This is an optimization exercise on Yosys and OpenROAD, whose aim is small area, a short achievable clock period and few clock cycles per item, not a production implementation. Only simulation tests tie the RTL to the original design; equivalence was not proved.

// voice_slot_sample_mixer
module voice_slot_sample_mixer (
  input  logic                clk_i,
  input  logic                rst_ni,
  input  logic                push,
  output logic                full,
  input  logic [1:0]          kind_i,
  input  logic [2:0]          slot_i,
  input  logic [23:0]         wave_length_i,
  input  logic [15:0]         gain_i,
  input  logic                repeat_req_i,
  input  logic signed [15:0]  sample_value_i,
  output logic                empty,
  input  logic                pop,
  output logic [2:0]          slot_out_o,
  output logic                ok_o,
  output logic [23:0]         next_position_o,
  output logic                voice_active_o,
  output logic signed [23:0]  mix_o,
  output logic [3:0]          active_voices_o
);
Size in the first run: roughly 4000 cells after synthesis, about 130 I/O pins, ~43000 um2 of cells after synthesis.
==> flow/config.mk <==
export PLATFORM = sky130hd
export DESIGN_NAME = voice_slot_sample_mixer
export DESIGN_NICKNAME = voice_slot_sample_mixer
export VERILOG_FILES = /design/flow/design.v
export SDC_FILE = /design/flow/constraint.sdc
export NUM_CORES = 4
export LEC_CHECK = 0
export ABC_AREA = 1
export ABC_CLOCK_PERIOD_IN_PS = 2000
export CAP_MARGIN = 20
export CORE_MARGIN = 2
export CORE_UTILIZATION = 40
export SETUP_SLACK_MARGIN = 0.3
export SLEW_MARGIN = 20
==> flow/constraint.sdc <==
create_clock -name core_clock -period 11.0 [get_ports {clk_i}]
set_input_delay 2.2000 -clock core_clock [delete_from_list [all_inputs] [get_ports {clk_i}]]
set_output_delay 2.2000 -clock core_clock [all_outputs]
set_load 0.01 [all_outputs]
standard.sh (not shown) runs the stock make flow with config.mk's settings and CLKGATE_MAP_FILE= SYNTH_SCRIPT=/design/flow/synth_recipe.tcl, a recipe that flattens the netlist after the stock synthesis.
==> flow/flow/run.sh <==
#!/bin/bash
set -euo pipefail
bash standard.sh SETUP_SLACK_MARGIN=7.5 MATCH_CELL_FOOTPRINT=0 \
  "BUFFER_PORTS_ARGS=-buffer_cell sky130_fd_sc_hd__buf_4" finish > standard.log 2>&1
The baseline finished clean.
Testbench counts at the start, summed over its fixed seeds: cycles 12,032, items 12,000.
==> next run, changes <==
- ABC_AREA: 1 -> default
- CTS_BUF_LIST: default -> sky130_fd_sc_hd__clkbuf_8
=>
- sequential share of layout area went up by 0.91 points
- via count went down by roughly a tenth
- setup slack gains 33 ps
- global-route usage went down by 0.79 points

* * *

Another version of the RTL of voice_slot_sample_mixer (not shown whole).
Size: about 820 flip-flops.
clock: 11.0 ns
lec_check: 0
abc_clock_period_in_ps: 2000
cap_margin: 20
core_margin: 2
core_utilization: 40
setup_slack_margin: 0.3
slew_margin: 20
synth_hierarchical: 1
Scripts as last shown in full above: flow/flow/run.sh
Testbench counts at the start, summed over its fixed seeds: cycles 12,024, items 12,000.
Next try:
==> flow/flow/run.sh (replaced) <==
#!/bin/bash
set -euo pipefail
bash standard.sh SETUP_SLACK_MARGIN=7.4 MATCH_CELL_FOOTPRINT=0 \
  "BUFFER_PORTS_ARGS=-buffer_cell sky130_fd_sc_hd__buf_4" finish > standard.log 2>&1
CTS_CLUSTER_DIAMETER = 70   (was unset)
CTS_CLUSTER_SIZE = 25   (was unset)
=> The changed run finished clean; clock-buffer cell count went down by 52; cell area falls by a few percent; hold slack gets better by 33 ps; flip-flop and latch count does not change.
Next try:
==> flow/flow/run.sh (replaced) <==
#!/bin/bash
set -euo pipefail
bash standard.sh SETUP_SLACK_MARGIN=7.3 MATCH_CELL_FOOTPRINT=0 \
  "BUFFER_PORTS_ARGS=-buffer_cell sky130_fd_sc_hd__buf_4" finish > standard.log 2>&1
After rerunning:
- count of clock-buffer cells in the layout went up by 2
- core utilization went down by 0.21 points
- via count stays flat
Next try:
==> flow/flow/run.sh (replaced) <==
#!/bin/bash
set -euo pipefail
bash standard.sh SETUP_SLACK_MARGIN=7.5 MATCH_CELL_FOOTPRINT=0 \
  "BUFFER_PORTS_ARGS=-buffer_cell sky130_fd_sc_hd__buf_4" finish > standard.log 2>&1
- The changed run went through all stages and came out clean
- sequential share of layout area falls by 1.2 points
- worst hold slack is worse by 3.7 ps
- setup slack is better by 55 ps
- area after synthesis stays the same
Next try:
==> flow/flow/run.sh (replaced) <==
#!/bin/bash
set -euo pipefail
bash standard.sh SETUP_SLACK_MARGIN=7.35 MATCH_CELL_FOOTPRINT=0 \
  "BUFFER_PORTS_ARGS=-buffer_cell sky130_fd_sc_hd__buf_4" finish > standard.log 2>&1
After rerunning: Count of clock-buffer cells in the layout came out lower by 9. Cell area came out lower by 2.1%. Worst setup slack got worse by 100 ps.
Next try:
==> flow/flow/run.sh (replaced) <==
#!/bin/bash
set -euo pipefail
bash standard.sh SETUP_SLACK_MARGIN=7.5 MATCH_CELL_FOOTPRINT=0 \
  "BUFFER_PORTS_ARGS=-buffer_cell sky130_fd_sc_hd__buf_4" finish > standard.log 2>&1
CORE_UTILIZATION = 46   (was 40)
Result: The changed run completed with no timing, DRC or antenna violations; fmax rises by 1.9%; final cell count went down by 3.3%; area after synthesis is unchanged; die area shrinks by 13%; first-iteration DRC count came out lower by 13%.

-- re-timing with driven ports --
No port has a modelled driver above. Below, the same layouts with a new extraction and two added sets of constraints.
Step 1: set_driving_cell puts a clkbuf_16 on clk_i and a buf_2 on each other input, an assumption about the parent block.
Step 2 moves the port delays by t, midway between the first and last clock arrival at a register: inputs arrive t later, outputs are due t later. That takes back most of the time a late clock gives input paths.
Slacks: ideal / step 1 / step 2; pairs: ideal / step 1.
run	t, ns	slack for setup (ns)	worst setup path after step 2	slew at the worst register clock pin (ns)	pins driven straight from the clock port
the first run of note 1	0.720	7.251 / 7.251 / 7.077	input to register	0.07 / 0.07	1
the second run of note 1	0.857	7.283 / 7.219 / 7.386	input to register	0.07 / 0.07	1
the first run of note 2	0.724	7.453 / 7.435 / 6.920	input to register	0.07 / 0.07	1
the second run of note 2	0.709	7.479 / 7.427 / 6.878	input to register	0.10 / 0.10	1
the third run of note 2	0.707	7.447 / 7.440 / 6.782	input to register	0.10 / 0.10	1
the fourth run of note 2	0.711	7.502 / 7.458 / 6.961	input to register	0.11 / 0.11	1
the fifth run of note 2	0.706	7.399 / 7.399 / 6.795	input to register	0.11 / 0.11	1
the sixth run of note 2	0.710	7.468 / 7.428 / 6.937	input to register	0.10 / 0.10	1
After both steps every run listed still meets setup and hold. The setup slack of the third run of note 2, which loses most, moves by -0.007 ns with the drivers and by -0.665 ns with both steps.
